Context: an optimization exercise on an open-source flow, tuned for small area and a short achievable clock period. The choices shown serve that exercise and are no tape-out recipe.
Function not checked in this run: the RTL went through the layout flow alone.
In this run the design's own scripts or RTL, not TritonCTS, make the clock network.
No driver is modelled on the clock port, so clock power and skew are understated where the tree is cut down; a real chip needs a root buffer or a tree.
Power and IR drop assume default switching activity.

File: flow/design.v
module wallace_mult_top (
    input  logic        clk,
    input  logic        arst_n,
    input  logic        in_valid,
    input  logic [15:0] a,
    input  logic [15:0] b,
    output logic        out_valid,
    output logic [31:0] product,
    output logic        busy
);
    logic [2:0] vld_q;
    logic       busy_q;
    always_ff @(posedge clk or negedge arst_n) begin
        if (!arst_n) begin
            vld_q  <= '0;
            busy_q <= 1'b0;
        end else begin
            vld_q  <= {vld_q[1:0], in_valid};
            busy_q <= in_valid | (|vld_q[1:0]);
        end
    end
    assign out_valid = vld_q[2];
    assign busy      = busy_q;
    logic [15:0] a_q;
    logic        b15_q;
    logic [7:0]  one_q, two_q, neg_q;
    logic [31:0] opa_n, opb_n, prod_d;
    logic pp1;
    logic pp2;
    logic pp3;
    logic pp4;
    logic pp5;
    logic pp6;
    logic pp7;
    logic pp8;
    logic pp9;
    logic pp10;
    logic pp11;
    logic pp12;
    logic pp13;
    logic pp14;
    logic pp15;
    logic pp16;
    logic pp17;
    logic ng18;
    logic sg19;
    logic pp20;
    logic pp21;
    logic pp22;
    logic pp23;
    logic pp24;
    logic pp25;
    logic pp26;
    logic pp27;
    logic pp28;
    logic pp29;
    logic pp30;
    logic pp31;
    logic pp32;
    logic pp33;
    logic pp34;
    logic pp35;
    logic pp36;
    logic ng37;
    logic sg38;
    logic pp39;
    logic pp40;
    logic pp41;
    logic pp42;
    logic pp43;
    logic pp44;
    logic pp45;
    logic pp46;
    logic pp47;
    logic pp48;
    logic pp49;
    logic pp50;
    logic pp51;
    logic pp52;
    logic pp53;
    logic pp54;
    logic pp55;
    logic ng56;
    logic sg57;
    logic pp58;
    logic pp59;
    logic pp60;
    logic pp61;
    logic pp62;
    logic pp63;
    logic pp64;
    logic pp65;
    logic pp66;
    logic pp67;
    logic pp68;
    logic pp69;
    logic pp70;
    logic pp71;
    logic pp72;
    logic pp73;
    logic pp74;
    logic ng75;
    logic sg76;
    logic pp77;
    logic pp78;
    logic pp79;
    logic pp80;
    logic pp81;
    logic pp82;
    logic pp83;
    logic pp84;
    logic pp85;
    logic pp86;
    logic pp87;
    logic pp88;
    logic pp89;
    logic pp90;
    logic pp91;
    logic pp92;
    logic pp93;
    logic ng94;
    logic sg95;
    logic pp96;
    logic pp97;
    logic pp98;
    logic pp99;
    logic pp100;
    logic pp101;
    logic pp102;
    logic pp103;
    logic pp104;
    logic pp105;
    logic pp106;
    logic pp107;
    logic pp108;
    logic pp109;
    logic pp110;
    logic pp111;
    logic pp112;
    logic ng113;
    logic sg114;
    logic pp115;
    logic pp116;
    logic pp117;
    logic pp118;
    logic pp119;
    logic pp120;
    logic pp121;
    logic pp122;
    logic pp123;
    logic pp124;
    logic pp125;
    logic pp126;
    logic pp127;
    logic pp128;
    logic pp129;
    logic pp130;
    logic pp131;
    logic ng132;
    logic sg133;
    logic pp134;
    logic pp135;
    logic pp136;
    logic pp137;
    logic pp138;
    logic pp139;
    logic pp140;
    logic pp141;
    logic pp142;
    logic pp143;
    logic pp144;
    logic pp145;
    logic pp146;
    logic pp147;
    logic pp148;
    logic pp149;
    logic pp150;
    logic ng151;
    logic sg152;
    logic pp153;
    logic pp154;
    logic pp155;
    logic pp156;
    logic pp157;
    logic pp158;
    logic pp159;
    logic pp160;
    logic pp161;
    logic pp162;
    logic pp163;
    logic pp164;
    logic pp165;
    logic pp166;
    logic pp167;
    logic pp168;
    logic s169;
    logic c170;
    logic s171;
    logic c172;
    logic s173;
    logic c174;
    logic s175;
    logic c176;
    logic s177;
    logic c178;
    logic s179;
    logic c180;
    logic s181;
    logic c182;
    logic s183;
    logic c184;
    logic s185;
    logic c186;
    logic s187;
    logic c188;
    logic s189;
    logic c190;
    logic s191;
    logic c192;
    logic s193;
    logic c194;
    logic s195;
    logic c196;
    logic s197;
    logic c198;
    logic s199;
    logic c200;
    logic s201;
    logic c202;
    logic s203;
    logic c204;
    logic s205;
    logic c206;
    logic s207;
    logic c208;
    logic s209;
    logic c210;
    logic s211;
    logic c212;
    logic s213;
    logic c214;
    logic s215;
    logic c216;
    logic s217;
    logic c218;
    logic s219;
    logic c220;
    logic s221;
    logic c222;
    logic s223;
    logic c224;
    logic s225;
    logic c226;
    logic s227;
    logic c228;
    logic s229;
    logic c230;
    logic s231;
    logic c232;
    logic s233;
    logic c234;
    logic s235;
    logic c236;
    logic s237;
    logic c238;
    logic s239;
    logic c240;
    logic s241;
    logic c242;
    logic s243;
    logic c244;
    logic s245;
    logic c246;
    logic s247;
    logic c248;
    logic s249;
    logic c250;
    logic s251;
    logic c252;
    logic s253;
    logic c254;
    logic s255;
    logic c256;
    logic s257;
    logic c258;
    logic s259;
    logic c260;
    logic s261;
    logic c262;
    logic s263;
    logic c264;
    logic s265;
    logic c266;
    logic s267;
    logic c268;
    logic s269;
    logic c270;
    logic s271;
    logic c272;
    logic s273;
    logic c274;
    logic s275;
    logic c276;
    logic s277;
    logic c278;
    logic s279;
    logic c280;
    logic s281;
    logic c282;
    logic s283;
    logic c284;
    logic s285;
    logic c286;
    logic s287;
    logic c288;
    logic s289;
    logic c290;
    logic s291;
    logic c292;
    logic s293;
    logic c294;
    logic s295;
    logic c296;
    logic s297;
    logic c298;
    logic s299;
    logic c300;
    logic s301;
    logic c302;
    logic s303;
    logic c304;
    logic s305;
    logic c306;
    logic s307;
    logic c308;
    logic s309;
    logic c310;
    logic s311;
    logic c312;
    logic s313;
    logic c314;
    logic s315;
    logic c316;
    logic s317;
    logic c318;
    logic s319;
    logic c320;
    logic s321;
    logic c322;
    logic s323;
    logic c324;
    logic s325;
    logic c326;
    logic s327;
    logic c328;
    logic s329;
    logic c330;
    logic s331;
    logic c332;
    logic s333;
    logic c334;
    logic s335;
    logic c336;
    logic s337;
    logic c338;
    logic s339;
    logic c340;
    logic s341;
    logic c342;
    logic s343;
    logic c344;
    logic s345;
    logic c346;
    logic s347;
    logic c348;
    logic s349;
    logic c350;
    logic s351;
    logic c352;
    logic s353;
    logic c354;
    logic s355;
    logic c356;
    logic s357;
    logic c358;
    logic s359;
    logic c360;
    logic s361;
    logic c362;
    logic s363;
    logic c364;
    logic s365;
    logic c366;
    logic s367;
    logic c368;
    logic s369;
    logic c370;
    logic s371;
    logic c372;
    logic s373;
    logic c374;
    logic s375;
    logic c376;
    logic s377;
    logic c378;
    logic s379;
    logic c380;
    logic s381;
    logic c382;
    logic s383;
    logic c384;
    logic s385;
    logic c386;
    logic s387;
    logic c388;
    logic s389;
    logic c390;
    logic s391;
    logic c392;
    logic s393;
    logic c394;
    logic s395;
    logic c396;
    logic s397;
    logic c398;
    logic s399;
    logic c400;
    logic s401;
    logic c402;
    logic s403;
    logic c404;
    logic s405;
    logic c406;
    logic s407;
    logic c408;
    logic s409;
    logic c410;
    logic s411;
    logic c412;
    logic s413;
    logic c414;
    logic s415;
    logic c416;
    logic s417;
    logic c418;
    logic s419;
    logic c420;
    logic s421;
    logic c422;
    logic s423;
    logic c424;
    logic s425;
    logic c426;
    logic s427;
    logic c428;
    logic s429;
    logic c430;
    logic s431;
    logic c432;
    logic s433;
    logic c434;
    logic s435;
    logic c436;
    logic s437;
    logic c438;
    logic s439;
    logic c440;
    logic s441;
    logic c442;
    logic s443;
    logic c444;
    logic r0_c0_0;
    logic r0_c1_0;
    logic r0_c2_0;
    logic r0_c3_0;
    logic r0_c4_0;
    logic r0_c4_1;
    logic r0_c5_0;
    logic r0_c6_0;
    logic r0_c6_1;
    logic r0_c6_2;
    logic r0_c7_0;
    logic r0_c7_1;
    logic r0_c8_0;
    logic r0_c8_1;
    logic r0_c9_0;
    logic r0_c9_1;
    logic r0_c10_0;
    logic r0_c10_1;
    logic r0_c11_0;
    logic r0_c11_1;
    logic r0_c12_0;
    logic r0_c12_1;
    logic r0_c13_0;
    logic r0_c13_1;
    logic r0_c14_0;
    logic r0_c14_1;
    logic r0_c15_0;
    logic r0_c15_1;
    logic r0_c15_2;
    logic r0_c15_3;
    logic r0_c16_0;
    logic r0_c16_1;
    logic r0_c17_0;
    logic r0_c17_1;
    logic r0_c17_2;
    logic r0_c17_3;
    logic r0_c18_0;
    logic r0_c18_1;
    logic r0_c18_2;
    logic r0_c19_0;
    logic r0_c19_1;
    logic r0_c20_0;
    logic r0_c20_1;
    logic r0_c20_2;
    logic r0_c20_3;
    logic r0_c21_0;
    logic r0_c21_1;
    logic r0_c22_0;
    logic r0_c22_1;
    logic r0_c23_0;
    logic r0_c23_1;
    logic r0_c23_2;
    logic r0_c24_0;
    logic r0_c24_1;
    logic r0_c25_0;
    logic r0_c26_0;
    logic r0_c26_1;
    logic r0_c26_2;
    logic r0_c27_0;
    logic r0_c28_0;
    logic r0_c28_1;
    logic r0_c28_2;
    logic r0_c29_0;
    logic r0_c30_0;
    logic r0_c31_0;
    logic r0_c31_1;
    assign pp1 = ~(((a_q[0] & one_q[0]) | (1'b0 & two_q[0])) ^ neg_q[0]);
    assign pp2 = ~(((a_q[1] & one_q[0]) | (a_q[0] & two_q[0])) ^ neg_q[0]);
    assign pp3 = ~(((a_q[2] & one_q[0]) | (a_q[1] & two_q[0])) ^ neg_q[0]);
    assign pp4 = ~(((a_q[3] & one_q[0]) | (a_q[2] & two_q[0])) ^ neg_q[0]);
    assign pp5 = ~(((a_q[4] & one_q[0]) | (a_q[3] & two_q[0])) ^ neg_q[0]);
    assign pp6 = ~(((a_q[5] & one_q[0]) | (a_q[4] & two_q[0])) ^ neg_q[0]);
    assign pp7 = ~(((a_q[6] & one_q[0]) | (a_q[5] & two_q[0])) ^ neg_q[0]);
    assign pp8 = ~(((a_q[7] & one_q[0]) | (a_q[6] & two_q[0])) ^ neg_q[0]);
    assign pp9 = ~(((a_q[8] & one_q[0]) | (a_q[7] & two_q[0])) ^ neg_q[0]);
    assign pp10 = ~(((a_q[9] & one_q[0]) | (a_q[8] & two_q[0])) ^ neg_q[0]);
    assign pp11 = ~(((a_q[10] & one_q[0]) | (a_q[9] & two_q[0])) ^ neg_q[0]);
    assign pp12 = ~(((a_q[11] & one_q[0]) | (a_q[10] & two_q[0])) ^ neg_q[0]);
    assign pp13 = ~(((a_q[12] & one_q[0]) | (a_q[11] & two_q[0])) ^ neg_q[0]);
    assign pp14 = ~(((a_q[13] & one_q[0]) | (a_q[12] & two_q[0])) ^ neg_q[0]);
    assign pp15 = ~(((a_q[14] & one_q[0]) | (a_q[13] & two_q[0])) ^ neg_q[0]);
    assign pp16 = ~(((a_q[15] & one_q[0]) | (a_q[14] & two_q[0])) ^ neg_q[0]);
    assign pp17 = ~(((1'b0 & one_q[0]) | (a_q[15] & two_q[0])) ^ neg_q[0]);
    assign ng18 = ~neg_q[0];
    assign sg19 = neg_q[0];
    assign pp20 = ~(((a_q[0] & one_q[1]) | (1'b0 & two_q[1])) ^ neg_q[1]);
    assign pp21 = ~(((a_q[1] & one_q[1]) | (a_q[0] & two_q[1])) ^ neg_q[1]);
    assign pp22 = ~(((a_q[2] & one_q[1]) | (a_q[1] & two_q[1])) ^ neg_q[1]);
    assign pp23 = ~(((a_q[3] & one_q[1]) | (a_q[2] & two_q[1])) ^ neg_q[1]);
    assign pp24 = ~(((a_q[4] & one_q[1]) | (a_q[3] & two_q[1])) ^ neg_q[1]);
    assign pp25 = ~(((a_q[5] & one_q[1]) | (a_q[4] & two_q[1])) ^ neg_q[1]);
    assign pp26 = ~(((a_q[6] & one_q[1]) | (a_q[5] & two_q[1])) ^ neg_q[1]);
    assign pp27 = ~(((a_q[7] & one_q[1]) | (a_q[6] & two_q[1])) ^ neg_q[1]);
    assign pp28 = ~(((a_q[8] & one_q[1]) | (a_q[7] & two_q[1])) ^ neg_q[1]);
    assign pp29 = ~(((a_q[9] & one_q[1]) | (a_q[8] & two_q[1])) ^ neg_q[1]);
    assign pp30 = ~(((a_q[10] & one_q[1]) | (a_q[9] & two_q[1])) ^ neg_q[1]);
    assign pp31 = ~(((a_q[11] & one_q[1]) | (a_q[10] & two_q[1])) ^ neg_q[1]);
    assign pp32 = ~(((a_q[12] & one_q[1]) | (a_q[11] & two_q[1])) ^ neg_q[1]);
    assign pp33 = ~(((a_q[13] & one_q[1]) | (a_q[12] & two_q[1])) ^ neg_q[1]);
    assign pp34 = ~(((a_q[14] & one_q[1]) | (a_q[13] & two_q[1])) ^ neg_q[1]);
    assign pp35 = ~(((a_q[15] & one_q[1]) | (a_q[14] & two_q[1])) ^ neg_q[1]);
    assign pp36 = ~(((1'b0 & one_q[1]) | (a_q[15] & two_q[1])) ^ neg_q[1]);
    assign ng37 = ~neg_q[1];
    assign sg38 = neg_q[1];
    assign pp39 = ~(((a_q[0] & one_q[2]) | (1'b0 & two_q[2])) ^ neg_q[2]);
    assign pp40 = ~(((a_q[1] & one_q[2]) | (a_q[0] & two_q[2])) ^ neg_q[2]);
    assign pp41 = ~(((a_q[2] & one_q[2]) | (a_q[1] & two_q[2])) ^ neg_q[2]);
    assign pp42 = ~(((a_q[3] & one_q[2]) | (a_q[2] & two_q[2])) ^ neg_q[2]);
    assign pp43 = ~(((a_q[4] & one_q[2]) | (a_q[3] & two_q[2])) ^ neg_q[2]);
    assign pp44 = ~(((a_q[5] & one_q[2]) | (a_q[4] & two_q[2])) ^ neg_q[2]);
    assign pp45 = ~(((a_q[6] & one_q[2]) | (a_q[5] & two_q[2])) ^ neg_q[2]);
    assign pp46 = ~(((a_q[7] & one_q[2]) | (a_q[6] & two_q[2])) ^ neg_q[2]);
    assign pp47 = ~(((a_q[8] & one_q[2]) | (a_q[7] & two_q[2])) ^ neg_q[2]);
    assign pp48 = ~(((a_q[9] & one_q[2]) | (a_q[8] & two_q[2])) ^ neg_q[2]);
    assign pp49 = ~(((a_q[10] & one_q[2]) | (a_q[9] & two_q[2])) ^ neg_q[2]);
    assign pp50 = ~(((a_q[11] & one_q[2]) | (a_q[10] & two_q[2])) ^ neg_q[2]);
    assign pp51 = ~(((a_q[12] & one_q[2]) | (a_q[11] & two_q[2])) ^ neg_q[2]);
    assign pp52 = ~(((a_q[13] & one_q[2]) | (a_q[12] & two_q[2])) ^ neg_q[2]);
    assign pp53 = ~(((a_q[14] & one_q[2]) | (a_q[13] & two_q[2])) ^ neg_q[2]);
    assign pp54 = ~(((a_q[15] & one_q[2]) | (a_q[14] & two_q[2])) ^ neg_q[2]);
    assign pp55 = ~(((1'b0 & one_q[2]) | (a_q[15] & two_q[2])) ^ neg_q[2]);
    assign ng56 = ~neg_q[2];
    assign sg57 = neg_q[2];
    assign pp58 = ~(((a_q[0] & one_q[3]) | (1'b0 & two_q[3])) ^ neg_q[3]);
    assign pp59 = ~(((a_q[1] & one_q[3]) | (a_q[0] & two_q[3])) ^ neg_q[3]);
    assign pp60 = ~(((a_q[2] & one_q[3]) | (a_q[1] & two_q[3])) ^ neg_q[3]);
    assign pp61 = ~(((a_q[3] & one_q[3]) | (a_q[2] & two_q[3])) ^ neg_q[3]);
    assign pp62 = ~(((a_q[4] & one_q[3]) | (a_q[3] & two_q[3])) ^ neg_q[3]);
    assign pp63 = ~(((a_q[5] & one_q[3]) | (a_q[4] & two_q[3])) ^ neg_q[3]);
    assign pp64 = ~(((a_q[6] & one_q[3]) | (a_q[5] & two_q[3])) ^ neg_q[3]);
    assign pp65 = ~(((a_q[7] & one_q[3]) | (a_q[6] & two_q[3])) ^ neg_q[3]);
    assign pp66 = ~(((a_q[8] & one_q[3]) | (a_q[7] & two_q[3])) ^ neg_q[3]);
    assign pp67 = ~(((a_q[9] & one_q[3]) | (a_q[8] & two_q[3])) ^ neg_q[3]);
    assign pp68 = ~(((a_q[10] & one_q[3]) | (a_q[9] & two_q[3])) ^ neg_q[3]);
    assign pp69 = ~(((a_q[11] & one_q[3]) | (a_q[10] & two_q[3])) ^ neg_q[3]);
    assign pp70 = ~(((a_q[12] & one_q[3]) | (a_q[11] & two_q[3])) ^ neg_q[3]);
    assign pp71 = ~(((a_q[13] & one_q[3]) | (a_q[12] & two_q[3])) ^ neg_q[3]);
    assign pp72 = ~(((a_q[14] & one_q[3]) | (a_q[13] & two_q[3])) ^ neg_q[3]);
    assign pp73 = ~(((a_q[15] & one_q[3]) | (a_q[14] & two_q[3])) ^ neg_q[3]);
    assign pp74 = ~(((1'b0 & one_q[3]) | (a_q[15] & two_q[3])) ^ neg_q[3]);
    assign ng75 = ~neg_q[3];
    assign sg76 = neg_q[3];
    assign pp77 = ~(((a_q[0] & one_q[4]) | (1'b0 & two_q[4])) ^ neg_q[4]);
    assign pp78 = ~(((a_q[1] & one_q[4]) | (a_q[0] & two_q[4])) ^ neg_q[4]);
    assign pp79 = ~(((a_q[2] & one_q[4]) | (a_q[1] & two_q[4])) ^ neg_q[4]);
    assign pp80 = ~(((a_q[3] & one_q[4]) | (a_q[2] & two_q[4])) ^ neg_q[4]);
    assign pp81 = ~(((a_q[4] & one_q[4]) | (a_q[3] & two_q[4])) ^ neg_q[4]);
    assign pp82 = ~(((a_q[5] & one_q[4]) | (a_q[4] & two_q[4])) ^ neg_q[4]);
    assign pp83 = ~(((a_q[6] & one_q[4]) | (a_q[5] & two_q[4])) ^ neg_q[4]);
    assign pp84 = ~(((a_q[7] & one_q[4]) | (a_q[6] & two_q[4])) ^ neg_q[4]);
    assign pp85 = ~(((a_q[8] & one_q[4]) | (a_q[7] & two_q[4])) ^ neg_q[4]);
    assign pp86 = ~(((a_q[9] & one_q[4]) | (a_q[8] & two_q[4])) ^ neg_q[4]);
    assign pp87 = ~(((a_q[10] & one_q[4]) | (a_q[9] & two_q[4])) ^ neg_q[4]);
    assign pp88 = ~(((a_q[11] & one_q[4]) | (a_q[10] & two_q[4])) ^ neg_q[4]);
    assign pp89 = ~(((a_q[12] & one_q[4]) | (a_q[11] & two_q[4])) ^ neg_q[4]);
    assign pp90 = ~(((a_q[13] & one_q[4]) | (a_q[12] & two_q[4])) ^ neg_q[4]);
    assign pp91 = ~(((a_q[14] & one_q[4]) | (a_q[13] & two_q[4])) ^ neg_q[4]);
    assign pp92 = ~(((a_q[15] & one_q[4]) | (a_q[14] & two_q[4])) ^ neg_q[4]);
    assign pp93 = ~(((1'b0 & one_q[4]) | (a_q[15] & two_q[4])) ^ neg_q[4]);
    assign ng94 = ~neg_q[4];
    assign sg95 = neg_q[4];
    assign pp96 = ~(((a_q[0] & one_q[5]) | (1'b0 & two_q[5])) ^ neg_q[5]);
    assign pp97 = ~(((a_q[1] & one_q[5]) | (a_q[0] & two_q[5])) ^ neg_q[5]);
    assign pp98 = ~(((a_q[2] & one_q[5]) | (a_q[1] & two_q[5])) ^ neg_q[5]);
    assign pp99 = ~(((a_q[3] & one_q[5]) | (a_q[2] & two_q[5])) ^ neg_q[5]);
    assign pp100 = ~(((a_q[4] & one_q[5]) | (a_q[3] & two_q[5])) ^ neg_q[5]);
    assign pp101 = ~(((a_q[5] & one_q[5]) | (a_q[4] & two_q[5])) ^ neg_q[5]);
    assign pp102 = ~(((a_q[6] & one_q[5]) | (a_q[5] & two_q[5])) ^ neg_q[5]);
    assign pp103 = ~(((a_q[7] & one_q[5]) | (a_q[6] & two_q[5])) ^ neg_q[5]);
    assign pp104 = ~(((a_q[8] & one_q[5]) | (a_q[7] & two_q[5])) ^ neg_q[5]);
    assign pp105 = ~(((a_q[9] & one_q[5]) | (a_q[8] & two_q[5])) ^ neg_q[5]);
    assign pp106 = ~(((a_q[10] & one_q[5]) | (a_q[9] & two_q[5])) ^ neg_q[5]);
    assign pp107 = ~(((a_q[11] & one_q[5]) | (a_q[10] & two_q[5])) ^ neg_q[5]);
    assign pp108 = ~(((a_q[12] & one_q[5]) | (a_q[11] & two_q[5])) ^ neg_q[5]);
    assign pp109 = ~(((a_q[13] & one_q[5]) | (a_q[12] & two_q[5])) ^ neg_q[5]);
    assign pp110 = ~(((a_q[14] & one_q[5]) | (a_q[13] & two_q[5])) ^ neg_q[5]);
    assign pp111 = ~(((a_q[15] & one_q[5]) | (a_q[14] & two_q[5])) ^ neg_q[5]);
    assign pp112 = ~(((1'b0 & one_q[5]) | (a_q[15] & two_q[5])) ^ neg_q[5]);
    assign ng113 = ~neg_q[5];
    assign sg114 = neg_q[5];
    assign pp115 = ~(((a_q[0] & one_q[6]) | (1'b0 & two_q[6])) ^ neg_q[6]);
    assign pp116 = ~(((a_q[1] & one_q[6]) | (a_q[0] & two_q[6])) ^ neg_q[6]);
    assign pp117 = ~(((a_q[2] & one_q[6]) | (a_q[1] & two_q[6])) ^ neg_q[6]);
    assign pp118 = ~(((a_q[3] & one_q[6]) | (a_q[2] & two_q[6])) ^ neg_q[6]);
    assign pp119 = ~(((a_q[4] & one_q[6]) | (a_q[3] & two_q[6])) ^ neg_q[6]);
    assign pp120 = ~(((a_q[5] & one_q[6]) | (a_q[4] & two_q[6])) ^ neg_q[6]);
    assign pp121 = ~(((a_q[6] & one_q[6]) | (a_q[5] & two_q[6])) ^ neg_q[6]);
    assign pp122 = ~(((a_q[7] & one_q[6]) | (a_q[6] & two_q[6])) ^ neg_q[6]);
    assign pp123 = ~(((a_q[8] & one_q[6]) | (a_q[7] & two_q[6])) ^ neg_q[6]);
    assign pp124 = ~(((a_q[9] & one_q[6]) | (a_q[8] & two_q[6])) ^ neg_q[6]);
    assign pp125 = ~(((a_q[10] & one_q[6]) | (a_q[9] & two_q[6])) ^ neg_q[6]);
    assign pp126 = ~(((a_q[11] & one_q[6]) | (a_q[10] & two_q[6])) ^ neg_q[6]);
    assign pp127 = ~(((a_q[12] & one_q[6]) | (a_q[11] & two_q[6])) ^ neg_q[6]);
    assign pp128 = ~(((a_q[13] & one_q[6]) | (a_q[12] & two_q[6])) ^ neg_q[6]);
    assign pp129 = ~(((a_q[14] & one_q[6]) | (a_q[13] & two_q[6])) ^ neg_q[6]);
    assign pp130 = ~(((a_q[15] & one_q[6]) | (a_q[14] & two_q[6])) ^ neg_q[6]);
    assign pp131 = ~(((1'b0 & one_q[6]) | (a_q[15] & two_q[6])) ^ neg_q[6]);
    assign ng132 = ~neg_q[6];
    assign sg133 = neg_q[6];
    assign pp134 = ~(((a_q[0] & one_q[7]) | (1'b0 & two_q[7])) ^ neg_q[7]);
    assign pp135 = ~(((a_q[1] & one_q[7]) | (a_q[0] & two_q[7])) ^ neg_q[7]);
    assign pp136 = ~(((a_q[2] & one_q[7]) | (a_q[1] & two_q[7])) ^ neg_q[7]);
    assign pp137 = ~(((a_q[3] & one_q[7]) | (a_q[2] & two_q[7])) ^ neg_q[7]);
    assign pp138 = ~(((a_q[4] & one_q[7]) | (a_q[3] & two_q[7])) ^ neg_q[7]);
    assign pp139 = ~(((a_q[5] & one_q[7]) | (a_q[4] & two_q[7])) ^ neg_q[7]);
    assign pp140 = ~(((a_q[6] & one_q[7]) | (a_q[5] & two_q[7])) ^ neg_q[7]);
    assign pp141 = ~(((a_q[7] & one_q[7]) | (a_q[6] & two_q[7])) ^ neg_q[7]);
    assign pp142 = ~(((a_q[8] & one_q[7]) | (a_q[7] & two_q[7])) ^ neg_q[7]);
    assign pp143 = ~(((a_q[9] & one_q[7]) | (a_q[8] & two_q[7])) ^ neg_q[7]);
    assign pp144 = ~(((a_q[10] & one_q[7]) | (a_q[9] & two_q[7])) ^ neg_q[7]);
    assign pp145 = ~(((a_q[11] & one_q[7]) | (a_q[10] & two_q[7])) ^ neg_q[7]);
    assign pp146 = ~(((a_q[12] & one_q[7]) | (a_q[11] & two_q[7])) ^ neg_q[7]);
    assign pp147 = ~(((a_q[13] & one_q[7]) | (a_q[12] & two_q[7])) ^ neg_q[7]);
    assign pp148 = ~(((a_q[14] & one_q[7]) | (a_q[13] & two_q[7])) ^ neg_q[7]);
    assign pp149 = ~(((a_q[15] & one_q[7]) | (a_q[14] & two_q[7])) ^ neg_q[7]);
    assign pp150 = ~(((1'b0 & one_q[7]) | (a_q[15] & two_q[7])) ^ neg_q[7]);
    assign ng151 = ~neg_q[7];
    assign sg152 = neg_q[7];
    assign pp153 = ~(a_q[0] & b15_q);
    assign pp154 = ~(a_q[1] & b15_q);
    assign pp155 = ~(a_q[2] & b15_q);
    assign pp156 = ~(a_q[3] & b15_q);
    assign pp157 = ~(a_q[4] & b15_q);
    assign pp158 = ~(a_q[5] & b15_q);
    assign pp159 = ~(a_q[6] & b15_q);
    assign pp160 = ~(a_q[7] & b15_q);
    assign pp161 = ~(a_q[8] & b15_q);
    assign pp162 = ~(a_q[9] & b15_q);
    assign pp163 = ~(a_q[10] & b15_q);
    assign pp164 = ~(a_q[11] & b15_q);
    assign pp165 = ~(a_q[12] & b15_q);
    assign pp166 = ~(a_q[13] & b15_q);
    assign pp167 = ~(a_q[14] & b15_q);
    assign pp168 = ~(a_q[15] & b15_q);
    mfa u_ha0 (.x(ng18), .y(pp1), .z(1'b1), .s(s169), .c(c170));
    mfa u_ha1 (.x(pp2), .y(c170), .z(1'b1), .s(s171), .c(c172));
    mfa u_fa0 (.x(ng37), .y(pp20), .z(pp3), .s(s173), .c(c174));
    mfa u_ha2 (.x(s173), .y(c172), .z(1'b1), .s(s175), .c(c176));
    mfa u_fa1 (.x(pp21), .y(pp4), .z(c174), .s(s177), .c(c178));
    mfa u_ha3 (.x(s177), .y(c176), .z(1'b1), .s(s179), .c(c180));
    mfa u_fa2 (.x(ng56), .y(pp22), .z(pp39), .s(s181), .c(c182));
    mfa u_fa3 (.x(pp5), .y(s181), .z(c178), .s(s183), .c(c184));
    mfa u_fa4 (.x(pp23), .y(pp40), .z(pp6), .s(s185), .c(c186));
    mfa u_fa5 (.x(c182), .y(s185), .z(c184), .s(s187), .c(c188));
    mfa u_fa6 (.x(ng75), .y(pp24), .z(pp41), .s(s189), .c(c190));
    mfa u_fa7 (.x(pp58), .y(pp7), .z(c186), .s(s191), .c(c192));
    mfa u_fa8 (.x(pp25), .y(pp42), .z(pp59), .s(s193), .c(c194));
    mfa u_fa9 (.x(pp8), .y(c190), .z(s193), .s(s195), .c(c196));
    mfa u_fa10 (.x(ng94), .y(pp26), .z(pp43), .s(s197), .c(c198));
    mfa u_fa11 (.x(pp60), .y(pp77), .z(pp9), .s(s199), .c(c200));
    mfa u_fa12 (.x(c194), .y(s197), .z(s199), .s(s201), .c(c202));
    mfa u_fa13 (.x(pp10), .y(pp27), .z(pp44), .s(s203), .c(c204));
    mfa u_fa14 (.x(pp61), .y(pp78), .z(c198), .s(s205), .c(c206));
    mfa u_fa15 (.x(c200), .y(s203), .z(c202), .s(s207), .c(c208));
    mfa u_fa16 (.x(ng113), .y(pp11), .z(pp28), .s(s209), .c(c210));
    mfa u_fa17 (.x(pp45), .y(pp62), .z(pp79), .s(s211), .c(c212));
    mfa u_fa18 (.x(pp96), .y(c204), .z(s209), .s(s213), .c(c214));
    mfa u_fa19 (.x(s211), .y(c206), .z(s213), .s(s215), .c(c216));
    mfa u_fa20 (.x(pp12), .y(pp29), .z(pp46), .s(s217), .c(c218));
    mfa u_fa21 (.x(pp63), .y(pp80), .z(pp97), .s(s219), .c(c220));
    mfa u_fa22 (.x(c210), .y(c212), .z(s217), .s(s221), .c(c222));
    mfa u_fa23 (.x(s219), .y(c214), .z(s221), .s(s223), .c(c224));
    mfa u_fa24 (.x(ng132), .y(pp115), .z(pp13), .s(s225), .c(c226));
    mfa u_fa25 (.x(pp30), .y(pp47), .z(pp64), .s(s227), .c(c228));
    mfa u_fa26 (.x(pp81), .y(pp98), .z(c218), .s(s229), .c(c230));
    mfa u_fa27 (.x(c220), .y(s225), .z(s227), .s(s231), .c(c232));
    mfa u_fa28 (.x(c222), .y(s229), .z(s231), .s(s233), .c(c234));
    mfa u_fa29 (.x(pp116), .y(pp14), .z(pp31), .s(s235), .c(c236));
    mfa u_fa30 (.x(pp48), .y(pp65), .z(pp82), .s(s237), .c(c238));
    mfa u_fa31 (.x(pp99), .y(c226), .z(c228), .s(s239), .c(c240));
    mfa u_fa32 (.x(s235), .y(s237), .z(c230), .s(s241), .c(c242));
    mfa u_fa33 (.x(c232), .y(s239), .z(s241), .s(s243), .c(c244));
    mfa u_fa34 (.x(ng151), .y(pp100), .z(pp117), .s(s245), .c(c246));
    mfa u_fa35 (.x(pp134), .y(pp15), .z(pp32), .s(s247), .c(c248));
    mfa u_fa36 (.x(pp49), .y(pp66), .z(pp83), .s(s249), .c(c250));
    mfa u_fa37 (.x(c236), .y(c238), .z(s245), .s(s251), .c(c252));
    mfa u_fa38 (.x(s247), .y(s249), .z(c240), .s(s253), .c(c254));
    mfa u_fa39 (.x(s251), .y(c242), .z(s253), .s(s255), .c(c256));
    mfa u_fa40 (.x(pp101), .y(pp118), .z(pp135), .s(s257), .c(c258));
    mfa u_fa41 (.x(pp16), .y(pp33), .z(pp50), .s(s259), .c(c260));
    mfa u_fa42 (.x(pp67), .y(pp84), .z(c246), .s(s261), .c(c262));
    mfa u_fa43 (.x(c248), .y(c250), .z(s257), .s(s263), .c(c264));
    mfa u_fa44 (.x(s259), .y(c252), .z(s261), .s(s265), .c(c266));
    mfa u_fa45 (.x(pp153), .y(pp102), .z(pp119), .s(s267), .c(c268));
    mfa u_fa46 (.x(pp136), .y(pp17), .z(pp34), .s(s269), .c(c270));
    mfa u_fa47 (.x(pp51), .y(pp68), .z(pp85), .s(s271), .c(c272));
    mfa u_fa48 (.x(c258), .y(c260), .z(s267), .s(s273), .c(c274));
    mfa u_fa49 (.x(s269), .y(s271), .z(c262), .s(s275), .c(c276));
    mfa u_fa50 (.x(c264), .y(s273), .z(c266), .s(s277), .c(c278));
    mha u_hc0 (.x(sg19), .y(pp154), .s(s279), .c(c280));
    mfa u_fa51 (.x(pp103), .y(pp120), .z(pp137), .s(s281), .c(c282));
    mfa u_fa52 (.x(pp35), .y(pp52), .z(pp69), .s(s283), .c(c284));
    mfa u_fa53 (.x(pp86), .y(s279), .z(c268), .s(s285), .c(c286));
    mfa u_fa54 (.x(c270), .y(c272), .z(s281), .s(s287), .c(c288));
    mfa u_fa55 (.x(s283), .y(c274), .z(s285), .s(s289), .c(c290));
    mha u_hc1 (.x(pp155), .y(pp104), .s(s291), .c(c292));
    mfa u_fa56 (.x(pp121), .y(pp138), .z(pp36), .s(s293), .c(c294));
    mfa u_fa57 (.x(pp53), .y(pp70), .z(pp87), .s(s295), .c(c296));
    mfa u_fa58 (.x(c280), .y(s291), .z(c282), .s(s297), .c(c298));
    mfa u_fa59 (.x(c284), .y(s293), .z(s295), .s(s299), .c(c300));
    mfa u_fa60 (.x(c286), .y(c288), .z(s297), .s(s301), .c(c302));
    mfa u_fa61 (.x(sg38), .y(pp156), .z(pp105), .s(s303), .c(c304));
    mfa u_fa62 (.x(pp122), .y(pp139), .z(pp54), .s(s305), .c(c306));
    mfa u_fa63 (.x(pp71), .y(pp88), .z(c292), .s(s307), .c(c308));
    mfa u_fa64 (.x(c294), .y(c296), .z(s303), .s(s309), .c(c310));
    mfa u_fa65 (.x(s305), .y(s307), .z(c298), .s(s311), .c(c312));
    mfa u_fa66 (.x(c300), .y(s309), .z(c302), .s(s313), .c(c314));
    mha u_hc2 (.x(pp157), .y(pp106), .s(s315), .c(c316));
    mfa u_fa67 (.x(pp123), .y(pp140), .z(pp55), .s(s317), .c(c318));
    mfa u_fa68 (.x(pp72), .y(pp89), .z(s315), .s(s319), .c(c320));
    mfa u_fa69 (.x(c304), .y(c306), .z(s317), .s(s321), .c(c322));
    mfa u_fa70 (.x(c308), .y(s319), .z(c310), .s(s323), .c(c324));
    mfa u_fa71 (.x(sg57), .y(pp158), .z(pp107), .s(s325), .c(c326));
    mfa u_fa72 (.x(pp124), .y(pp141), .z(pp73), .s(s327), .c(c328));
    mfa u_fa73 (.x(pp90), .y(c316), .z(c318), .s(s329), .c(c330));
    mfa u_fa74 (.x(s325), .y(s327), .z(c320), .s(s331), .c(c332));
    mfa u_fa75 (.x(c322), .y(s329), .z(s331), .s(s333), .c(c334));
    mha u_hc3 (.x(pp159), .y(pp108), .s(s335), .c(c336));
    mfa u_fa76 (.x(pp125), .y(pp142), .z(pp74), .s(s337), .c(c338));
    mfa u_fa77 (.x(pp91), .y(s335), .z(c326), .s(s339), .c(c340));
    mfa u_fa78 (.x(c328), .y(s337), .z(c330), .s(s341), .c(c342));
    mfa u_fa79 (.x(s339), .y(c332), .z(s341), .s(s343), .c(c344));
    mfa u_fa80 (.x(sg76), .y(pp160), .z(pp109), .s(s345), .c(c346));
    mfa u_fa81 (.x(pp126), .y(pp143), .z(pp92), .s(s347), .c(c348));
    mfa u_fa82 (.x(c336), .y(c338), .z(s345), .s(s349), .c(c350));
    mfa u_fa83 (.x(s347), .y(c340), .z(s349), .s(s351), .c(c352));
    mha u_hc4 (.x(pp161), .y(pp110), .s(s353), .c(c354));
    mfa u_fa84 (.x(pp127), .y(pp144), .z(pp93), .s(s355), .c(c356));
    mfa u_fa85 (.x(s353), .y(c346), .z(c348), .s(s357), .c(c358));
    mfa u_fa86 (.x(s355), .y(c350), .z(s357), .s(s359), .c(c360));
    mfa u_fa87 (.x(sg95), .y(pp162), .z(pp111), .s(s361), .c(c362));
    mfa u_fa88 (.x(pp128), .y(pp145), .z(c354), .s(s363), .c(c364));
    mfa u_fa89 (.x(c356), .y(s361), .z(s363), .s(s365), .c(c366));
    mfa u_fa90 (.x(c358), .y(s365), .z(c360), .s(s367), .c(c368));
    mha u_hc5 (.x(pp163), .y(pp112), .s(s369), .c(c370));
    mfa u_fa91 (.x(pp129), .y(pp146), .z(s369), .s(s371), .c(c372));
    mfa u_fa92 (.x(c362), .y(c364), .z(s371), .s(s373), .c(c374));
    mfa u_fa93 (.x(sg114), .y(pp164), .z(pp130), .s(s375), .c(c376));
    mfa u_fa94 (.x(pp147), .y(c370), .z(s375), .s(s377), .c(c378));
    mfa u_fa95 (.x(c372), .y(s377), .z(c374), .s(s379), .c(c380));
    mha u_hc6 (.x(pp165), .y(pp131), .s(s381), .c(c382));
    mfa u_fa96 (.x(pp148), .y(s381), .z(c376), .s(s383), .c(c384));
    mfa u_fa97 (.x(sg133), .y(pp166), .z(pp149), .s(s385), .c(c386));
    mfa u_fa98 (.x(c382), .y(s385), .z(c384), .s(s387), .c(c388));
    mha u_hc7 (.x(pp167), .y(pp150), .s(s389), .c(c390));
    mfa u_fa99 (.x(s389), .y(c386), .z(c388), .s(s391), .c(c392));
    mfa u_fa100 (.x(sg152), .y(pp168), .z(c390), .s(s393), .c(c394));
    mfa u_fa101 (.x(r0_c6_0), .y(r0_c6_1), .z(r0_c6_2), .s(s395), .c(c396));
    mfa u_fa102 (.x(r0_c7_0), .y(r0_c7_1), .z(c396), .s(s397), .c(c398));
    mfa u_ha4 (.x(r0_c8_0), .y(r0_c8_1), .z(1'b1), .s(s399), .c(c400));
    mfa u_fa103 (.x(r0_c9_0), .y(r0_c9_1), .z(c400), .s(s401), .c(c402));
    mfa u_ha5 (.x(r0_c10_0), .y(r0_c10_1), .z(1'b1), .s(s403), .c(c404));
    mfa u_fa104 (.x(r0_c11_0), .y(r0_c11_1), .z(c404), .s(s405), .c(c406));
    mfa u_ha6 (.x(r0_c12_0), .y(r0_c12_1), .z(1'b1), .s(s407), .c(c408));
    mfa u_fa105 (.x(r0_c13_0), .y(r0_c13_1), .z(c408), .s(s409), .c(c410));
    mfa u_ha7 (.x(r0_c14_0), .y(r0_c14_1), .z(1'b1), .s(s411), .c(c412));
    mfa u_fa106 (.x(r0_c15_0), .y(r0_c15_1), .z(r0_c15_2), .s(s413), .c(c414));
    mfa u_fa107 (.x(r0_c15_3), .y(c412), .z(s413), .s(s415), .c(c416));
    mfa u_fa108 (.x(r0_c16_0), .y(r0_c16_1), .z(c414), .s(s417), .c(c418));
    mfa u_fa109 (.x(r0_c17_0), .y(r0_c17_1), .z(r0_c17_2), .s(s419), .c(c420));
    mfa u_ha8 (.x(r0_c17_3), .y(s419), .z(1'b1), .s(s421), .c(c422));
    mfa u_fa110 (.x(r0_c18_0), .y(r0_c18_1), .z(r0_c18_2), .s(s423), .c(c424));
    mfa u_ha9 (.x(c420), .y(s423), .z(1'b1), .s(s425), .c(c426));
    mfa u_fa111 (.x(r0_c19_0), .y(r0_c19_1), .z(c424), .s(s427), .c(c428));
    mfa u_fa112 (.x(r0_c20_0), .y(r0_c20_1), .z(r0_c20_2), .s(s429), .c(c430));
    mfa u_ha10 (.x(r0_c20_3), .y(s429), .z(1'b1), .s(s431), .c(c432));
    mfa u_fa113 (.x(r0_c21_0), .y(r0_c21_1), .z(c430), .s(s433), .c(c434));
    mfa u_ha11 (.x(r0_c22_0), .y(r0_c22_1), .z(1'b1), .s(s435), .c(c436));
    mfa u_fa114 (.x(r0_c23_0), .y(r0_c23_1), .z(r0_c23_2), .s(s437), .c(c438));
    mfa u_fa115 (.x(r0_c24_0), .y(r0_c24_1), .z(c438), .s(s439), .c(c440));
    mfa u_fa116 (.x(r0_c26_0), .y(r0_c26_1), .z(r0_c26_2), .s(s441), .c(c442));
    mfa u_fa117 (.x(r0_c28_0), .y(r0_c28_1), .z(r0_c28_2), .s(s443), .c(c444));
    assign opa_n = {r0_c31_0, r0_c30_0, r0_c29_0, s443, r0_c27_0, s441, r0_c25_0, s439, c436, c434, c432, c428, c426, c422, c418, c416, s415, c410, s409, c406, s405, c402, s401, c398, s397, s395, r0_c5_0, r0_c4_0, r0_c3_0, r0_c2_0, r0_c1_0, r0_c0_0};
    assign opb_n = {r0_c31_1, 1'b1, c444, 1'b1, c442, 1'b1, c440, 1'b1, s437, s435, s433, s431, s427, s425, s421, s417, 1'b1, s411, 1'b1, s407, 1'b1, s403, 1'b1, s399, 1'b1, 1'b1, 1'b1, r0_c4_1, 1'b1, 1'b1, 1'b1, 1'b1};
    assign prod_d = ~(opa_n + opb_n + 32'd1);
    always_ff @(posedge clk) begin
        a_q <= a;
        one_q[0] <= b[0] ^ 1'b0;
        two_q[0] <= (b[1] & ~b[0] & ~1'b0) | (~b[1] & b[0] & 1'b0);
        neg_q[0] <= b[1] & ~(b[0] & 1'b0);
        one_q[1] <= b[2] ^ b[1];
        two_q[1] <= (b[3] & ~b[2] & ~b[1]) | (~b[3] & b[2] & b[1]);
        neg_q[1] <= b[3] & ~(b[2] & b[1]);
        one_q[2] <= b[4] ^ b[3];
        two_q[2] <= (b[5] & ~b[4] & ~b[3]) | (~b[5] & b[4] & b[3]);
        neg_q[2] <= b[5] & ~(b[4] & b[3]);
        one_q[3] <= b[6] ^ b[5];
        two_q[3] <= (b[7] & ~b[6] & ~b[5]) | (~b[7] & b[6] & b[5]);
        neg_q[3] <= b[7] & ~(b[6] & b[5]);
        one_q[4] <= b[8] ^ b[7];
        two_q[4] <= (b[9] & ~b[8] & ~b[7]) | (~b[9] & b[8] & b[7]);
        neg_q[4] <= b[9] & ~(b[8] & b[7]);
        one_q[5] <= b[10] ^ b[9];
        two_q[5] <= (b[11] & ~b[10] & ~b[9]) | (~b[11] & b[10] & b[9]);
        neg_q[5] <= b[11] & ~(b[10] & b[9]);
        one_q[6] <= b[12] ^ b[11];
        two_q[6] <= (b[13] & ~b[12] & ~b[11]) | (~b[13] & b[12] & b[11]);
        neg_q[6] <= b[13] & ~(b[12] & b[11]);
        one_q[7] <= b[14] ^ b[13];
        two_q[7] <= (b[15] & ~b[14] & ~b[13]) | (~b[15] & b[14] & b[13]);
        neg_q[7] <= b[15] & ~(b[14] & b[13]);
        b15_q <= b[15];
        r0_c0_0 <= s169;
        r0_c1_0 <= s171;
        r0_c2_0 <= s175;
        r0_c3_0 <= s179;
        r0_c4_0 <= s183;
        r0_c4_1 <= c180;
        r0_c5_0 <= s187;
        r0_c6_0 <= s189;
        r0_c6_1 <= s191;
        r0_c6_2 <= c188;
        r0_c7_0 <= c192;
        r0_c7_1 <= s195;
        r0_c8_0 <= c196;
        r0_c8_1 <= s201;
        r0_c9_0 <= s205;
        r0_c9_1 <= s207;
        r0_c10_0 <= c208;
        r0_c10_1 <= s215;
        r0_c11_0 <= c216;
        r0_c11_1 <= s223;
        r0_c12_0 <= c224;
        r0_c12_1 <= s233;
        r0_c13_0 <= c234;
        r0_c13_1 <= s243;
        r0_c14_0 <= c244;
        r0_c14_1 <= s255;
        r0_c15_0 <= s263;
        r0_c15_1 <= c254;
        r0_c15_2 <= s265;
        r0_c15_3 <= c256;
        r0_c16_0 <= s275;
        r0_c16_1 <= s277;
        r0_c17_0 <= s287;
        r0_c17_1 <= c276;
        r0_c17_2 <= s289;
        r0_c17_3 <= c278;
        r0_c18_0 <= s299;
        r0_c18_1 <= c290;
        r0_c18_2 <= s301;
        r0_c19_0 <= s311;
        r0_c19_1 <= s313;
        r0_c20_0 <= s321;
        r0_c20_1 <= c312;
        r0_c20_2 <= s323;
        r0_c20_3 <= c314;
        r0_c21_0 <= c324;
        r0_c21_1 <= s333;
        r0_c22_0 <= c334;
        r0_c22_1 <= s343;
        r0_c23_0 <= c342;
        r0_c23_1 <= s351;
        r0_c23_2 <= c344;
        r0_c24_0 <= s359;
        r0_c24_1 <= c352;
        r0_c25_0 <= s367;
        r0_c26_0 <= c366;
        r0_c26_1 <= s373;
        r0_c26_2 <= c368;
        r0_c27_0 <= s379;
        r0_c28_0 <= c378;
        r0_c28_1 <= s383;
        r0_c28_2 <= c380;
        r0_c29_0 <= s387;
        r0_c30_0 <= s391;
        r0_c31_0 <= s393;
        r0_c31_1 <= c392;
        product <= prod_d;
    end
endmodule
module mfa (input logic x, input logic y, input logic z, output logic s, output logic c);
    assign s = x ^ y ^ z;
    assign c = (x & y) | (x & z) | (y & z);
endmodule
module mha (input logic x, input logic y, output logic s, output logic c);
    assign s = x ^ y;
    assign c = x & y;
endmodule
File: flow/flow/run.sh
#!/bin/bash
# The standard ORFS layout (standard.sh, with its synthesis unchanged) with these changes:
#  - every port still gets its own buffer, but flow/place_pre.tcl (PRE_GLOBAL_PLACE_TCL)
#    picks buf_1 for the inputs (each drives one flip-flop) and buf_2 for the outputs,
#    instead of the default delay buffer (clkdlybuf4s50_1);
#  - the tie cell is not copied once per load (SKIP_REPAIR_TIE_FANOUT);
#  - the clock tree is built by flow/cts_pre.tcl (PRE_CTS_TCL) instead of TritonCTS: the
#    clock port drives 4 clkinv_8 cells, each driving 2 clkinv_8 leaf cells placed at the
#    centres of k-means clusters of the flip-flops, so every flip-flop's clock passes the
#    same two inverters;
#  - repair_timing aims for 8.1 ns of extra setup slack (SETUP_SLACK_MARGIN).
# make's output goes to standard_flow.log; each ORFS step keeps its own log in orfs/logs.
set -euo pipefail
export BUFFER_PORTS_ARGS="-buffer_cell sky130_fd_sc_hd__buf_2"
export SETUP_SLACK_MARGIN=8.1
export SKIP_REPAIR_TIE_FANOUT=1
export PRE_CTS_TCL="$(pwd)/flow/cts_pre.tcl"
export PRE_GLOBAL_PLACE_TCL="$(pwd)/flow/place_pre.tcl"
export CLK_NLEAF=8
export CLK_NL1=4
export CLK_LEAF_CELL=sky130_fd_sc_hd__clkinv_8
export CLK_L1_CELL=sky130_fd_sc_hd__clkinv_8
bash standard.sh > standard_flow.log 2>&1
File: flow/flow/cts_pre.tcl
proc env_or { name dflt } {
  if { [info exists ::env($name)] && $::env($name) ne "" } { return $::env($name) }
  return $dflt
}
set nleaf [env_or CLK_NLEAF 8]
set nl1 [env_or CLK_NL1 2]
set leafcell [env_or CLK_LEAF_CELL sky130_fd_sc_hd__clkbuf_16]
set l1cell [env_or CLK_L1_CELL sky130_fd_sc_hd__clkbuf_16]

# Balanced k-means: pts is a list of {x y}; returns {assignment centres}
proc kmeans { pts k {slack 1} } {
  set n [llength $pts]
  set cx 0; set cy 0
  foreach p $pts { set cx [expr {$cx + [lindex $p 0]}]; set cy [expr {$cy + [lindex $p 1]}] }
  set cx [expr {$cx / $n}]; set cy [expr {$cy / $n}]
  set order {}
  for {set i 0} {$i < $n} {incr i} {
    set p [lindex $pts $i]
    lappend order [list $i [expr {atan2([lindex $p 1]-$cy, [lindex $p 0]-$cx)}]]
  }
  set order [lsort -real -index 1 $order]
  set cent {}
  for {set c 0} {$c < $k} {incr c} {
    set sx 0; set sy 0; set m 0
    for {set j [expr {$c * $n / $k}]} {$j < ($c + 1) * $n / $k} {incr j} {
      set p [lindex $pts [lindex [lindex $order $j] 0]]
      set sx [expr {$sx + [lindex $p 0]}]; set sy [expr {$sy + [lindex $p 1]}]; incr m
    }
    if {$m == 0} { lappend cent [list $cx $cy] } else { lappend cent [list [expr {$sx / $m}] [expr {$sy / $m}]] }
  }
  set cap [expr {int(ceil(double($n) / $k)) + $slack}]
  for {set iter 0} {$iter < 40} {incr iter} {
    set cnt [lrepeat $k 0]
    set assign [lrepeat $n -1]
    set cand {}
    for {set i 0} {$i < $n} {incr i} {
      set p [lindex $pts $i]
      set best 1e18
      for {set c 0} {$c < $k} {incr c} {
        set d [expr {abs([lindex $p 0]-[lindex $cent $c 0]) + abs([lindex $p 1]-[lindex $cent $c 1])}]
        if {$d < $best} { set best $d }
      }
      lappend cand [list $i $best]
    }
    foreach ib [lsort -real -decreasing -index 1 $cand] {
      set i [lindex $ib 0]; set p [lindex $pts $i]
      set bk -1; set best 1e18
      for {set c 0} {$c < $k} {incr c} {
        if {[lindex $cnt $c] >= $cap} continue
        set d [expr {abs([lindex $p 0]-[lindex $cent $c 0]) + abs([lindex $p 1]-[lindex $cent $c 1])}]
        if {$d < $best} { set best $d; set bk $c }
      }
      lset assign $i $bk
      lset cnt $bk [expr {[lindex $cnt $bk] + 1}]
    }
    set newc {}
    for {set c 0} {$c < $k} {incr c} {
      set sx 0; set sy 0; set m 0
      for {set i 0} {$i < $n} {incr i} {
        if {[lindex $assign $i] == $c} {
          set sx [expr {$sx + [lindex $pts $i 0]}]; set sy [expr {$sy + [lindex $pts $i 1]}]; incr m
        }
      }
      if {$m > 0} { lappend newc [list [expr {$sx / $m}] [expr {$sy / $m}]] } else { lappend newc [lindex $cent $c] }
    }
    set cent $newc
  }
  return [list $assign $cent]
}

proc add_buffer { block master name in_net x y } {
  set inst [odb::dbInst_create $block $master $name]
  set net [odb::dbNet_create $block "${name}_net"]
  $net setSigType CLOCK
  [$inst findITerm A] connect $in_net
  set out [$inst findITerm X]
  if { $out eq "NULL" } { set out [$inst findITerm Y] }
  $out connect $net
  $inst setLocation [expr {int($x)}] [expr {int($y)}]
  $inst setPlacementStatus PLACED
  return $net
}

set block [ord::get_db_block]
set db [ord::get_db]
set clk_net [$block findNet clk]
set sinks {}
foreach it [$clk_net getITerms] {
  if { [$it isInputSignal] } { lappend sinks $it }
}
set pts {}
foreach it $sinks {
  set bb [[$it getInst] getBBox]
  lappend pts [list [expr {([$bb xMin] + [$bb xMax]) / 2.0}] [expr {([$bb yMin] + [$bb yMax]) / 2.0}]]
}
puts "manual clock tree: [llength $sinks] sinks, $nleaf leaf buffers, $nl1 first-level buffers"
lassign [kmeans $pts $nleaf] leaf_of leaf_cent
if { $nl1 > 0 } {
  lassign [kmeans $leaf_cent $nl1 0] l1_of l1_cent
  for {set g 0} {$g < $nl1} {incr g} {
    set l1net($g) [add_buffer $block [$db findMaster $l1cell] "clkbuf_l1_$g" $clk_net {*}[lindex $l1_cent $g]]
  }
}
for {set c 0} {$c < $nleaf} {incr c} {
  set src $clk_net
  if { $nl1 > 0 } { set src $l1net([lindex $l1_of $c]) }
  set leafnet($c) [add_buffer $block [$db findMaster $leafcell] "clkbuf_leaf_$c" $src {*}[lindex $leaf_cent $c]]
}
for {set i 0} {$i < [llength $sinks]} {incr i} {
  set it [lindex $sinks $i]
  $it disconnect
  $it connect $leafnet([lindex $leaf_of $i])
}
# TritonCTS is not run: the buffers above are the whole tree.
proc clock_tree_synthesis { args } {
  puts "clock_tree_synthesis skipped: clock buffers were placed by cts_pre.tcl"
  set_propagated_clock [all_clocks]
}
# cts.tcl clones clock inverters next to their loads after this hook; the inverter pairs
# above are already placed by their loads, so that step is skipped as well.
proc repair_clock_inverters { args } {
  puts "repair_clock_inverters skipped: clock tree built by cts_pre.tcl"
}
File: flow/flow/place_pre.tcl
# Port buffers: a small buf_1 on each input (it drives one flip-flop) and buf_2 on each
# output (it drives the 0.01 pF output load). Every port still gets its own buffer.
rename buffer_ports orfs_buffer_ports
proc buffer_ports { args } {
  orfs_buffer_ports -inputs -buffer_cell sky130_fd_sc_hd__buf_1
  orfs_buffer_ports -outputs -buffer_cell sky130_fd_sc_hd__buf_2
}
File: flow/standard.sh
#!/bin/bash
# synth_recipe.tcl (not shown) runs the flow's synth.tcl, then flattens the netlist and writes it again
# the make line also repeats each setting of config.mk as NAME=value (left out here)
make -C /OpenROAD-flow-scripts/flow DESIGN_CONFIG=/design/flow/config.mk WORK_HOME=/design/flow/orfs CLKGATE_MAP_FILE= SYNTH_SCRIPT=/design/flow/synth_recipe.tcl "${@:-finish}"
File: flow/config.mk
export PLATFORM = sky130hd
export DESIGN_NAME = wallace_mult_top
export DESIGN_NICKNAME = wallace_mult_top
export VERILOG_FILES = /design/flow/design.v
export SDC_FILE = /design/flow/constraint.sdc
export NUM_CORES = 4
export LEC_CHECK = 0
export CAP_MARGIN = 20
export CORE_MARGIN = 2
export CORE_UTILIZATION = 40
export SLEW_MARGIN = 20
export SYNTH_HIERARCHICAL = 1
export SYNTH_MINIMUM_KEEP_SIZE = 0
File: flow/constraint.sdc
create_clock -name core_clock -period 11.0 [get_ports {clk}]
set_input_delay 2.2000 -clock core_clock [delete_from_list [all_inputs] [get_ports {clk}]]
set_output_delay 2.2000 -clock core_clock [all_outputs]
set_load 0.01 [all_outputs]
==> notes.md <==
==> metrics by stage <==
step | hold WS [ps] | utilization | instance area, sq um
floorplan | 338 | - | 9830
global route | 381 | 0.454 | 11000
global placement | 339 | 0.421 | 10200
CTS | 362 | 0.440 | 10600
detailed placement | 345 | 0.421 | 10200
finish | 360 | 0.454 | 11000
==> report_power, final <==
group	switching, mW	internal [mW]	total [mW]
clock	0.200	0.0490	0.249
combinational	1.58	1.42	3.01
sequential	0.130	0.764	0.894
==> per-module statistics from Yosys (local to each module, per instance) <==
| module | times used | flops+latches | cell area (sq um) |
|---|---|---|---|
| mha | 8 | 0 | 12.5 |
| wallace_mult_top | 1 | 143 | 7040 |
| mfa | 130 | 0 | 20.0 |
==> logic make-up (layout without fill, tap and decap cells) <==
family | after synthesis | after routing
compound gates | 190 | 190
buf+inv | 99 | 122
mux | 3 | 3
flops | 143 | 143
simple gates | 127 | 127
xor+xnor | 156 | 156
fa+ha+maj | 162 | 162
other cells | 1 | 1
==> routing by layer <==
layer | vias up | share of wire | global-route usage
li1 | 3036 | - | -
met1 | 3250 | 0.47 | 0.273
met2 | 298 | 0.43 | 0.265
met3 | 56 | 0.071 | 0.0177
met4 | 0 | 0.029 | 0.0487
met5 | - | 0 | 0
==> flip-flops by register name, summed over array words and instances (netlist names), 3 cells and up <==
register  count
a_q          16
neg_q         8
one_q         8
product      32
two_q         8
vld_q         3
==> cells in the mapped netlist, types with 2 or more instances <==
| cell type | n |
|---|---|
| sky130_fd_sc_hd__buf_1 | 10 |
| sky130_fd_sc_hd__or3_1 | 5 |
| sky130_fd_sc_hd__inv_2 | 8 |
| sky130_fd_sc_hd__mux2i_1 | 2 |
| sky130_fd_sc_hd__fa_1 | 130 |
| sky130_fd_sc_hd__nor2_1 | 19 |
| sky130_fd_sc_hd__o21ai_0 | 18 |
| sky130_fd_sc_hd__buf_2 | 5 |
| sky130_fd_sc_hd__nor3b_1 | 2 |
| sky130_fd_sc_hd__a21boi_1 | 2 |
| sky130_fd_sc_hd__nor3b_2 | 3 |
| sky130_fd_sc_hd__nor2b_1 | 10 |
| sky130_fd_sc_hd__a31o_2 | 3 |
| sky130_fd_sc_hd__clkbuf_1 | 66 |
| sky130_fd_sc_hd__nand2_1 | 45 |
| sky130_fd_sc_hd__nand2b_1 | 10 |
| sky130_fd_sc_hd__a21oi_1 | 15 |
| sky130_fd_sc_hd__o21ai_1 | 3 |
| sky130_fd_sc_hd__a22oi_1 | 120 |
| sky130_fd_sc_hd__or3b_1 | 2 |
| sky130_fd_sc_hd__a211oi_1 | 2 |
| sky130_fd_sc_hd__nand3_1 | 4 |
| sky130_fd_sc_hd__nand4_1 | 4 |
| sky130_fd_sc_hd__o311ai_1 | 2 |
| sky130_fd_sc_hd__ha_1 | 32 |
| sky130_fd_sc_hd__inv_1 | 10 |
| sky130_fd_sc_hd__a221oi_1 | 3 |
| sky130_fd_sc_hd__dfrtp_1 | 4 |
| sky130_fd_sc_hd__dfxtp_1 | 139 |
| sky130_fd_sc_hd__nor2_2 | 2 |
| sky130_fd_sc_hd__xnor2_1 | 149 |
| sky130_fd_sc_hd__nand3b_1 | 9 |
| sky130_fd_sc_hd__nor3_1 | 6 |
| sky130_fd_sc_hd__a211o_1 | 6 |
| sky130_fd_sc_hd__xor2_1 | 7 |
==> worst reg2reg max path, stage by stage, from the launching register on <==
cell and delay (ps):
sky130_fd_sc_hd__dfxtp_1 320, sky130_fd_sc_hd__fa_1 430, sky130_fd_sc_hd__fa_1 490, sky130_fd_sc_hd__ha_4 330
sky130_fd_sc_hd__nand2b_1 110, sky130_fd_sc_hd__or3b_4 430, sky130_fd_sc_hd__a2111oi_4 380, sky130_fd_sc_hd__nor3b_4 100
sky130_fd_sc_hd__o21bai_2 130, sky130_fd_sc_hd__xnor2_1 120
==> worst paths after layout <==
path                                from           to  depth (start not counted)
worst min-delay path             r0_c0_0   product[0]                          1
worst max-delay path            r0_c15_1  product[29]                          9
worst min register to register   r0_c0_0   product[0]                          1
max in group asynchronous         arst_n     vld_q[1]                          1
min in group asynchronous         arst_n     vld_q[2]                          1
worst max register to register  r0_c15_1  product[29]                          9
==> timing repair <==
item | in CTS | in global routing
gates resized for setup | 79 | 55
pin swaps | 13 | 8
endpoints found under the setup margin | 40 | 28
setup buffers | 4 | 18
==> final cells by class <==
class | count | area share
multi-input cells | 639 | 0.618
flip-flops and latches | 143 | 0.274
repair buffers | 92 | 0.0450
well taps | 324 | 0.0370
inverters | 30 | 0.0265
==> placed cells by master, fill, tap and decap left out, types with 17 or more instances in the layout <==
cell type,netlist,final
sky130_fd_sc_hd__a22oi_1,120,119
sky130_fd_sc_hd__buf_1,10,34
sky130_fd_sc_hd__buf_2,5,34
sky130_fd_sc_hd__buf_4,0,22
sky130_fd_sc_hd__dfxtp_1,139,106
sky130_fd_sc_hd__dfxtp_4,0,30
sky130_fd_sc_hd__fa_1,130,122
sky130_fd_sc_hd__ha_1,32,21
sky130_fd_sc_hd__nand2_1,45,42
sky130_fd_sc_hd__nor2_1,19,17
sky130_fd_sc_hd__xnor2_1,149,147
==> notes.md <==
| Quantity | This run |
|:---|:---|
| Antenna diode count | 0 |
| Type of element capturing the critical path | flip-flop |
| Worst Tran Pin Value | 498 ps |
| Slowest CP cell | sky130_fd_sc_hd__fa_1 |
| Final routed DRC violation total | 0 |
| Per-cell via count in the routed design | 5.41 |
| Chip width | 160 um |
| Die Height | 160 um |
| Clk slew on worst S/H paths | 70 ps |
| Routability-driven placement congestion ratio | 0.884 |
| First-pass GRT wire length | 36600 um |
| Post-Synth XOR/XNOR Area | 0.140 |
| Synthesized cell area | 9740 sq um |
| Peak VDD IR | 0.184 mV |
| Routed length per placed instance | 19.1 um |
| Number of vias after detailed routing | 6640 |
| Count of final hold-check violations | 0 |
| Leakage power | 3.91 nW |
| Post-synthesis share of cell area spent on full adders, half adders and majority gates | 0.308 |
| Setup slack of the most critical reg-to-reg path | 8090 ps |
| Result of the run | timing/DRC/antenna clean |
| Number of buffer cells added on primary ports | 68 |
| Critical Path Fanout Max | 6 |
| Starting density of the core | 0.404 |
| Setup_tns | 0 ps |
| Number of antenna violations at the first check in global routing | 0 |
| Main combinational cell family by area after synthesis | adder cells |
| Final WS setup | 8090 ps |
| Max_cap viols | 0 |
| Number of instances in the synthesized netlist | 881 |
| GRT overflow | 0 |
| Power density over cell area | 379 nW/um^2 |
| Combined global-route utilization of all metal layers | 0.177 |
| Worst hold path type | flip-flop to flip-flop |
| Drt first-iter violations | 520 |
| Element type at the critical path start | flip-flop |
| Final #Nets | 1103 |
| Crit path largest cell delay | 490 ps |
| Num ports | 69 |
| FP Rows | 57 |
| Fraction of final layout cells with drive strength greater than 1 | 0.186 |
| Minimum clock period | 2910 ps |
| Total iterations of the first detailed-routing run | 7 |
| FF+latch count, synth | 143 |
| Arrival time worst endpoint | 2990 ps |
| Compound-gate portion of the synthesized area | 0.144 |
| Max-Slew Margin vs Limit | 0.666 |
| Top cells by area, synth | sky130_fd_sc_hd__dfxtp_1, sky130_fd_sc_hd__fa_1, sky130_fd_sc_hd__xnor2_1 |
| Cell type with the highest occurrence count on the critical path | sky130_fd_sc_hd__fa_1 |
| Overall power after layout | 4.15 mW |
| Placed cell count | 1194 |
| Post-synthesis average cell area | 11.1 sq um |
| Setup skew after layout | 20.1 ps |
| Core outline area | 24100 sq um |
| Number of non-filler instances in the completed layout | 1228 |
| Category of the most critical setup path | flip-flop to flip-flop |
| CP bufs+invs | 0 |
| Count of warnings emitted by yosys | 7 |
| Footprint of the flip-flops and latches | 3000 sq um |
| Share of the yosys chip area belonging to registers | 0.296 |
| Area growth from synthesis to layout | 12.4% |
| Count of pins over their slew limit | 0 |
| Area of the die | 25600 sq um |
| Unrepaired setup endpoints after global routing | true |
| Post-synth net total | 1078 |
| Total of fill cells in the finished design | 2324 |
| Cell taking the most area after synthesis | sky130_fd_sc_hd__dfxtp_1 |
| Post-detailed-route count of antenna-violating nets | 0 |
| Final setup violation count | 0 |
| Top FF cell, synth | sky130_fd_sc_hd__dfxtp_1 |
| Clock insertion delay at the later pin of the skew report | 150 ps |
| Pin count of the biggest net entering global routing | 20 |
| EDFF count, synth | 0 |
| Crit path cell chain | fa_1 > fa_1 > ha_4 > nand2b_1 > or3b_4 > a2111oi_4 > nor3b_4 > o21bai_2 > xnor2_1 |
| Tcrit/Tclk final | 0.265 |
| Pre-CTS worst setup slack | 7670 ps |
| Top cell type's share of synthesized area | 0.286 |
| Hold Buf Count CTS | 0 |
| Achievable Freq | 343 MHz |
| Gate family responsible for the most delay along the worst path | adder cells |
| Multi-input logic area | 6760 sq um |
| Basic-gate share of the synthesized area counting and, or, nand and nor cells | 0.0693 |
| Routed wire length | 23500 um |
| Share of async-settable or async-resettable flops after synthesis | 0.0280 |
| Data required time of the critical path | 11080 ps |
| Number of distinct standard cells referenced by the synthesized netlist | 59 |
| Via count of the first global-routing pass | 6495 |
| Detailed placer's ending HPWL | 16200 um |
| Fraction of synthesized area in multiplexers | 0.00321 |

## re-timing with driven ports
How much do the figures lean on ideal ports? The routed layout below was timed once more, with nothing changed but the port constraints.
Step 1: set_driving_cell puts a clkbuf_16 on clk and a buf_2 on each other input, an assumption about the parent block.
Step 2 adds t to the input delays and takes it off the output delays; t is the mean of the earliest and latest rising clock arrival at the registers after step 1. Input paths then give back, and output paths get back, about the clock's delay inside the block.
Slacks: ideal ports / drivers / drivers and shift; pairs: ideal ports / drivers.
t (ns): 0.298
slack for setup (ns): 8.088 / 8.011 / 8.088
worst setup path at the end: register to register
After both steps this run still meets setup and hold. The setup slack of this run moves by -0.077 ns with the drivers and by 0.000 ns with both steps.
